This design comes from an exercise in tuning for a short achievable clock period and few clock cycles per item on the open sky130 flow, not from production work. The RTL was checked by simulation tests, not by an equivalence proof against the original design. Power and IR drop assume default switching activity.

==> wip/quartz: inputs <==
Design hand_landmark_gesture_tracker_unit, start of the top module:
module hand_landmark_gesture_tracker_unit
#(
  parameter int COORD_BITS = COORD_BITS_DEF
) (
  input  logic                          clk_i,
  input  logic                          rst_ni,
  input  logic                          cfg_we_i,
  input  logic [CFG_IDX_W-1:0]          cfg_index_i,
  input  logic [CFG_DATA_W-1:0]         cfg_data_i,
  input  logic                          in_valid_i,
  output logic                          in_stall_o,
  input  logic [1:0]                    func_i,
  input  logic [POINT_IDX_W-1:0]        point_index_i,
  input  logic signed [COORD_BITS-1:0]  point_x_i,
  input  logic signed [COORD_BITS-1:0]  point_y_i,
  input  logic                          last_i,
  output logic                          out_valid_o,
  input  logic                          out_stall_i,
  output logic                          hand_detected_o,
  output logic                          painting_o,
  output logic                          erasing_o,
  output logic [FINGER_W-1:0]           finger_count_o,
  output logic signed [COORD_BITS-1:0]  eraser_x_o,
  output logic signed [COORD_BITS-1:0]  eraser_y_o,
  output logic [RADIUS_W-1:0]           eraser_radius_o,
  output logic                          track_valid_o,
  output logic [DIM_W-1:0]              search_x_o,
  output logic [DIM_W-1:0]              search_y_o,
  output logic [DIM_W-1:0]              search_w_o,
  output logic [DIM_W-1:0]              search_h_o
);
  localparam int RES_W = 97;
  localparam int OUT_DEPTH = 4;
  logic [11:0] cfg_w_q, cfg_h_q, cfg_span_q;
  logic [3:0]  cfg_wt_q;
  ...
export LEC_CHECK = 0
export ABC_CLOCK_PERIOD_IN_PS = 3000
export CAP_MARGIN = 20
export CORE_MARGIN = 2
export CORE_UTILIZATION = 65
export PLACE_DENSITY = 0.75
export SLEW_MARGIN = 20
create_clock -name core_clock -period 13.0 [get_ports {clk_i}]
standard.sh (not shown) runs the stock make flow with config.mk's settings and CLKGATE_MAP_FILE= SYNTH_SCRIPT=/design/flow/synth_recipe.tcl, a recipe that flattens the netlist after the stock synthesis.
==> flow/flow/run.sh <==
#!/bin/bash
set -uo pipefail
bash standard.sh MATCH_CELL_FOOTPRINT=0 SETUP_SLACK_MARGIN=9 finish > flow_standard.log 2>&1
==> wip/sierra: changes against wip/quartz <==
--- a/flow/design.v
+++ b/flow/design.v
@@ -1317,11 +1317,11 @@
   logic        r2_det, r2_paint, r2_erase, r2_tv;
   logic [2:0]  r2_fing;
   logic signed [13:0] r2_ex, r2_ey;
   logic [13:0] r2_rad;
   logic [11:0] r2_sx, r2_sy;
-  logic [14:0] r2_ew, r2_eh, r2_aw, r2_ah;
+  logic [14:0] r2_ew, r2_eh;
   wire  [12:0] r1_sxs = {1'b0, bx_q} - {1'b0, pw_q};
   wire  [12:0] r1_sys = {1'b0, by_q} - {1'b0, ph_q};
   always_ff @(posedge clk_i) begin
     if (!alive_q) r2_v <= 1'b0;
     else r2_v <= r1_v;
@@ -1336,14 +1336,14 @@
     r2_ey    <= ctr_y_q;
     r2_rad   <= (det_q && erase_q) ? rad_q : 14'd0;
     r2_sx    <= r1_sxs[12] ? 12'd0 : r1_sxs[11:0];
     r2_sy    <= r1_sys[12] ? 12'd0 : r1_sys[11:0];
     r2_ew    <= {3'd0, bw_q} + {2'd0, pw_q, 1'b0};
-    r2_aw    <= r1_sxs[12] ? {3'd0, cfg_w_q} : {3'd0, cfg_w_q} - {3'd0, bx_q} + {3'd0, pw_q};
-    r2_ah    <= r1_sys[12] ? {3'd0, cfg_h_q} : {3'd0, cfg_h_q} - {3'd0, by_q} + {3'd0, ph_q};
     r2_eh    <= {3'd0, bh_q} + {2'd0, ph_q, 1'b0};
   end
+  wire [14:0] r2_aw = {3'd0, cfg_w_q} - {3'd0, r2_sx};
+  wire [14:0] r2_ah = {3'd0, cfg_h_q} - {3'd0, r2_sy};
   wire [14:0] r2_sw = ($signed(r2_aw) < $signed(r2_ew)) ? r2_aw : r2_ew;
   wire [14:0] r2_sh = ($signed(r2_ah) < $signed(r2_eh)) ? r2_ah : r2_eh;
   wire [RES_W-1:0] r2_res = {r2_det, r2_paint, r2_erase, r2_fing, r2_ex, r2_ey, r2_rad, r2_tv,
                              r2_tv ? r2_sx : 12'd0, r2_tv ? r2_sy : 12'd0,
                              (r2_tv && !r2_sw[14]) ? r2_sw[11:0] : 12'd0,
--- a/flow/config.mk
+++ b/flow/config.mk
@@ -6,8 +6,7 @@
 export NUM_CORES = 4
 export LEC_CHECK = 0
 export ABC_CLOCK_PERIOD_IN_PS = 3000
 export CAP_MARGIN = 20
 export CORE_MARGIN = 2
-export CORE_UTILIZATION = 65
-export PLACE_DENSITY = 0.75
+export CORE_UTILIZATION = 50
 export SLEW_MARGIN = 20
==> results.toml <==
[finish]
syn2layout_area_growth_pct = 13.3

[critical_path]
crit_top_cell = "a21o_1"

[run_status]
status = "finished clean"

[yosys]
synthAdderAreaFrac_pct = 21.5
That was wip/quartz.
==> results.toml <==
[yosys]
synthAdderAreaFrac_pct = 21.6

[run_status]
status = "finished clean"

[floorplan]
ioPinCount = 155

[critical_path]
crit_top_cell = "o21a_1"
start_kind = "register"

[finish]
final_cell_mix = "2998 x dfxtp_1, 2671 x inv_1, 2277 x ha_1, 1484 x nand2_1, 1418 x edfxtp_1"
syn2layout_area_growth_pct = 15.6

[sta]
slew_headroom_pct = 22.1
That was wip/sierra.
Testbench counts of wip/quartz, summed over its fixed seeds: cycles 15,152, items 15,000.
Testbench counts of wip/sierra, summed over its fixed seeds: cycles 15,152, items 15,000.

========
==> inputs of run a <==
Another version of the RTL of hand_landmark_gesture_tracker_unit (not shown whole).
## hand_landmark_gesture_tracker_unit
module hand_landmark_gesture_tracker_unit
#(
  parameter int COORD_BITS = COORD_BITS_DEF
) (
  input  logic                          clk_i,
  input  logic                          rst_ni,
  input  logic                          cfg_we_i,
  input  logic [CFG_IDX_W-1:0]          cfg_index_i,
  input  logic [CFG_DATA_W-1:0]         cfg_data_i,
  input  logic                          in_valid_i,
  output logic                          in_stall_o,
  input  logic [1:0]                    func_i,
  input  logic [POINT_IDX_W-1:0]        point_index_i,
  input  logic signed [COORD_BITS-1:0]  point_x_i,
  input  logic signed [COORD_BITS-1:0]  point_y_i,
  input  logic                          last_i,
  output logic                          out_valid_o,
  input  logic                          out_stall_i,
  output logic                          hand_detected_o,
  output logic                          painting_o,
  output logic                          erasing_o,
  output logic [FINGER_W-1:0]           finger_count_o,
  output logic signed [COORD_BITS-1:0]  eraser_x_o,
  output logic signed [COORD_BITS-1:0]  eraser_y_o,
  output logic [RADIUS_W-1:0]           eraser_radius_o,
  output logic                          track_valid_o,
  output logic [DIM_W-1:0]              search_x_o,
  output logic [DIM_W-1:0]              search_y_o,
  output logic [DIM_W-1:0]              search_w_o,
  output logic [DIM_W-1:0]              search_h_o
);
  localparam int RES_W = 97;
  localparam int OUT_DEPTH = 5;
  logic [11:0] cfg_w_q, cfg_h_q, cfg_span_q;
  logic [3:0]  cfg_wt_q;
  logic [7:0]  cfg_lim_q;
  logic [3:0]  w_old_q, w_new_q;
  logic [11:0] wm1_q, hm1_q;
  logic        w_zero_q, h_zero_q;
  always_ff @(posedge clk_i or negedge rst_ni) begin
    if (!rst_ni) begin
      cfg_w_q    <= FRAME_W_RST;
      cfg_h_q    <= FRAME_H_RST;
      cfg_wt_q   <= WEIGHT_RST;
      cfg_lim_q  <= MISS_LIM_RST;
      cfg_span_q <= MIN_SPAN_RST;
    end else if (cfg_we_i) begin
      case (cfg_index_i)
        CFG_FRAME_W:  cfg_w_q    <= cfg_data_i[11:0];
        CFG_FRAME_H:  cfg_h_q    <= cfg_data_i[11:0];
  ...
==> flow/config.mk <==
export PLATFORM = sky130hd
export DESIGN_NAME = hand_landmark_gesture_tracker_unit
export DESIGN_NICKNAME = hand_landmark_gesture_tracker_unit
export VERILOG_FILES = /design/flow/design.v
export SDC_FILE = /design/flow/constraint.sdc
export NUM_CORES = 4
export LEC_CHECK = 0
export ABC_CLOCK_PERIOD_IN_PS = 3000
export CAP_MARGIN = 20
export CORE_MARGIN = 2
export CORE_UTILIZATION = 60
export PLACE_DENSITY = 0.7
export SLEW_MARGIN = 20
==> flow/constraint.sdc <==
create_clock -name core_clock -period 13.0 [get_ports {clk_i}]
set_input_delay 2.6000 -clock core_clock [delete_from_list [all_inputs] [get_ports {clk_i}]]
set_output_delay 2.6000 -clock core_clock [all_outputs]
set_load 0.01 [all_outputs]
==> flow/flow/run.sh <==
#!/bin/bash
set -uo pipefail
bash standard.sh MATCH_CELL_FOOTPRINT=0 SETUP_SLACK_MARGIN=9.5 finish > flow_standard.log 2>&1
==> run b (differences from run a) <==
- CORE_UTILIZATION: 60 -> 70
- PLACE_DENSITY: 0.7 -> 0.8
==> run c (differences from run a) <==
- CORE_UTILIZATION: 60 -> 50
- PLACE_DENSITY: 0.7 -> default
==> summary.txt <==
	run b	run a	run c
Result of the run	complete, no violations	complete, no violations	complete, no violations
Total wirelength of the detailed-routed design	816 mm	711 mm	725 mm
Overall die area	352000 um^2	410000 um^2	492000 um^2
Area growth from synthesis to final layout	14.8%	15.4%	15.9%
Reg area	103000 um^2	103000 um^2	103000 um^2
Repair and plain buffers	964	994	969
Non-clock inverter total of the final layout	2450	2451	2451
Violation count after the first detailed-route iteration	21.9k	15.5k	14.3k
Combinational group power	20.9 mW	17.4 mW	17.2 mW
Switching power	19.0 mW	16.1 mW	16.0 mW
Startpoint of the worst setup timing path	sqrem_12[6]	ready_q	ready_q
Cell count along the critical path	19	2	2
GR Util met2	64.1%	50.9%	43.6%
Worst Hold Margin	0.281 ns	0.307 ns	0.287 ns
Worst skew pair latency	1.05 ns	1.03 ns	1.07 ns
Detailed-route wire length per cell	29.6 um	25.0 um	24.6 um
Placement Cell Area	250000 um^2	251000 um^2	253000 um^2
Final critical path time including I/O delays and setup	4.83 ns	4.12 ns	4.21 ns
Clock buf/inv share	5.49%	5.58%	5.64%
Testbench counts of run a, summed over its fixed seeds: cycles 15,144, items 15,000.
Testbench counts of run b, summed over its fixed seeds: cycles 15,144, items 15,000.
Testbench counts of run c, summed over its fixed seeds: cycles 15,144, items 15,000.

========
==> v28: inputs <==
Another version of the RTL of hand_landmark_gesture_tracker_unit (not shown whole).
// hand_landmark_gesture_tracker_unit
module hand_landmark_gesture_tracker_unit
#(
  parameter int COORD_BITS = COORD_BITS_DEF
) (
  input  logic                          clk_i,
  input  logic                          rst_ni,
  input  logic                          cfg_we_i,
  input  logic [CFG_IDX_W-1:0]          cfg_index_i,
  input  logic [CFG_DATA_W-1:0]         cfg_data_i,
  input  logic                          in_valid_i,
  output logic                          in_stall_o,
  input  logic [1:0]                    func_i,
  input  logic [POINT_IDX_W-1:0]        point_index_i,
  input  logic signed [COORD_BITS-1:0]  point_x_i,
  input  logic signed [COORD_BITS-1:0]  point_y_i,
  input  logic                          last_i,
  output logic                          out_valid_o,
  input  logic                          out_stall_i,
  output logic                          hand_detected_o,
  output logic                          painting_o,
  output logic                          erasing_o,
  output logic [FINGER_W-1:0]           finger_count_o,
  output logic signed [COORD_BITS-1:0]  eraser_x_o,
  output logic signed [COORD_BITS-1:0]  eraser_y_o,
  output logic [RADIUS_W-1:0]           eraser_radius_o,
  output logic                          track_valid_o,
  output logic [DIM_W-1:0]              search_x_o,
  output logic [DIM_W-1:0]              search_y_o,
  output logic [DIM_W-1:0]              search_w_o,
  output logic [DIM_W-1:0]              search_h_o
);
export LEC_CHECK = 0
export ABC_CLOCK_PERIOD_IN_PS = 3000
export CAP_MARGIN = 20
export CORE_MARGIN = 2
export CORE_UTILIZATION = 65
export PLACE_DENSITY = 0.75
export SLEW_MARGIN = 20
create_clock -name core_clock -period 13.0 [get_ports {clk_i}]
Scripts as last shown in full above: flow/flow/run.sh
==> v6: changes against v28 <==
--- a/flow/design.v
+++ b/flow/design.v
@@ -143,13 +143,13 @@
   end
   logic alive2_q;
   always_ff @(posedge clk_i or negedge rst_ni) begin
     if (!rst_ni) alive2_q <= 1'b0;
     else alive2_q <= alive_q;
   end
-  logic        in_stall_q;
+  logic        ready_q;   
   logic [2:0]  wait_q;
   logic [3:0]  used_q;
   logic        acc, acc_res, take, hazard;
   logic        s1_v, s1_last, s1_st;
   logic [1:0]  s1_func;
   logic [4:0]  s1_idx;
@@ -158,27 +158,27 @@
   logic        s2_v, s2_st, s3_v, s3_st, s4_v, s4_st;
   logic [4:0]  s2_idx, s3_idx, s4_idx;
   logic        out_valid_q;
   logic [2:0]  cnt_q;
   logic [2:0]  wait_n;
   logic [3:0]  used_n;
-  assign in_stall_o = in_stall_q;
+  assign in_stall_o = !ready_q;
   assign acc     = in_valid_i && alive2_q && (wait_q == 3'd0) && (used_q < 4'(OUT_DEPTH));
   assign acc_res = acc && ((func_i == 2'd1) || (func_i == 2'd2) || ((func_i == 2'd0) && last_i));
   assign take    = (cnt_q != 3'd0) && !out_stall_i;
   assign hazard  = acc && (func_i == 2'd0) && (point_index_i < 5'd21) &&
                    ((s1_v && s1_st && (s1_idx == point_index_i)) ||
                     (s2_v && s2_st && (s2_idx == point_index_i)) ||
                     (s2b_v && s2b_st && (s2b_idx == point_index_i)) ||
                     (s3_v && s3_st && (s3_idx == point_index_i)));
   assign wait_n  = hazard ? 3'd4 : ((wait_q != 3'd0) ? wait_q - 3'd1 : 3'd0);
   assign used_n  = used_q + {3'd0, acc_res} - {3'd0, take};
   assign fire1   = s1_v && (wait_q == 3'd0);
   always_ff @(posedge clk_i or negedge rst_ni) begin
-    if (!rst_ni) in_stall_q <= 1'b1;
-    else in_stall_q <= !alive_q || (wait_n != 3'd0) || (used_n >= 4'(OUT_DEPTH));
+    if (!rst_ni) ready_q <= 1'b0;
+    else ready_q <= alive_q && (wait_n == 3'd0) && (used_n < 4'(OUT_DEPTH));
   end
   always_ff @(posedge clk_i) begin
     if (!alive_q) begin
       wait_q     <= 3'd0;
       used_q     <= 4'd0;
       s1_v       <= 1'b0;
==> summary.txt <==
- Of v6 and v28, v6 has the higher critical path depth (gap 1).
- Between v6 and v28, the lower sequential share of layout area is in v6 (gap 0.082 points).
- Between v28 and v6, the lower count of clock-buffer cells in the layout is in v28 (gap 26).
- Of v6 and v28, v6 has the higher non-clock buffer count (gap 50).
- In v6 the core utilization is higher than in v28, by 0.70 points.
- In v6 the fmax is higher than in v28, by 2.4%.
- In v28 the setup slack is worse than in v6, by 0.10 ns.
- Of v28 and v6, v28 has the higher die area (gap 0.49%, measured against v6).
- In v6 the cell count is lower than in v28, by about 0.24%.
==> figures <==
	v6	v28
Met1 wire length	288 mm	282 mm
Post-layout worst setup margin	8.82 ns	8.72 ns
Overall global routing resource usage	0.360	0.362
Initial core utilization	0.653	0.652
Clock distribution power	0.0132 W	0.0134 W
Pre-CTS setup slack	6.89 ns	7.13 ns
Basic-gate share of the synthesized area counting and, or, nand and nor cells	0.108	0.107
Outcome	finished clean	finished clean
Routed wl met2	316 mm	325 mm
Fraction of the mapped netlist area in compound gates	0.0811	0.0844
Slew @ Worst Pin	1.11 ns	1.16 ns
Relative slew margins	0.260	0.218
Post CTS Setup Buffer Count	258	193
Die extent in x	615 um	617 um
Launch point of the worst hold path	c13_bh[1]	c9_clr
Share of the core filled with cells	0.748	0.741
First-pass GRT wire length	1030 mm	1040 mm
TritonCTS buffer count	433	440
Number of cells on the critical path	2	1
Testbench counts of v28, summed over its fixed seeds: cycles 15,144, items 15,000.
Testbench counts of v6, summed over its fixed seeds: cycles 15,144, items 15,000.

-- afterwards: timing with drivers on the ports --
The flow's constraints put no driver on any port. The routed layouts listed below were extracted and timed again, unchanged, in two steps. Step 1 (the two cells are an assumption about what drives the block):
set clk [get_ports {clk_i}]
set_driving_cell -lib_cell sky130_fd_sc_hd__clkbuf_16 $clk
set_driving_cell -lib_cell sky130_fd_sc_hd__buf_2 [delete_from_list [all_inputs] $clk]
Step 2 adds t to the input delays and takes it off the output delays; t is the mean of the earliest and latest rising clock arrival at the registers after step 1. Input paths then give back, and output paths get back, about the clock's delay inside the block. Three values: ideal ports, drivers, drivers and shift; two values: the first two.
run | t, ns | slack for setup (ns) | worst hold slack (ns)
wip/quartz | 1.096 | 8.448 / 8.448 / 7.898 | 0.291 / 0.291 / 0.291
wip/sierra | 1.181 | 8.123 / 8.123 / 7.747 | 0.283 / 0.283 / 0.283
run a | 1.125 | 8.881 / 8.750 / 8.278 | 0.307 / 0.307 / 0.307
run b | 1.121 | 8.167 / 8.167 / 7.889 | 0.281 / 0.281 / 0.281
run c | 1.165 | 8.794 / 8.654 / 8.289 | 0.287 / 0.287 / 0.287
v28 | 1.123 | 8.721 / 8.592 / 8.126 | 0.280 / 0.280 / 0.280
v6 | 1.091 | 8.823 / 8.708 / 8.195 | 0.273 / 0.273 / 0.273
After both steps every run listed still meets setup and hold. For v6, which loses most, drivers alone change the setup slack by -0.115 ns; drivers and shift together by -0.628 ns.
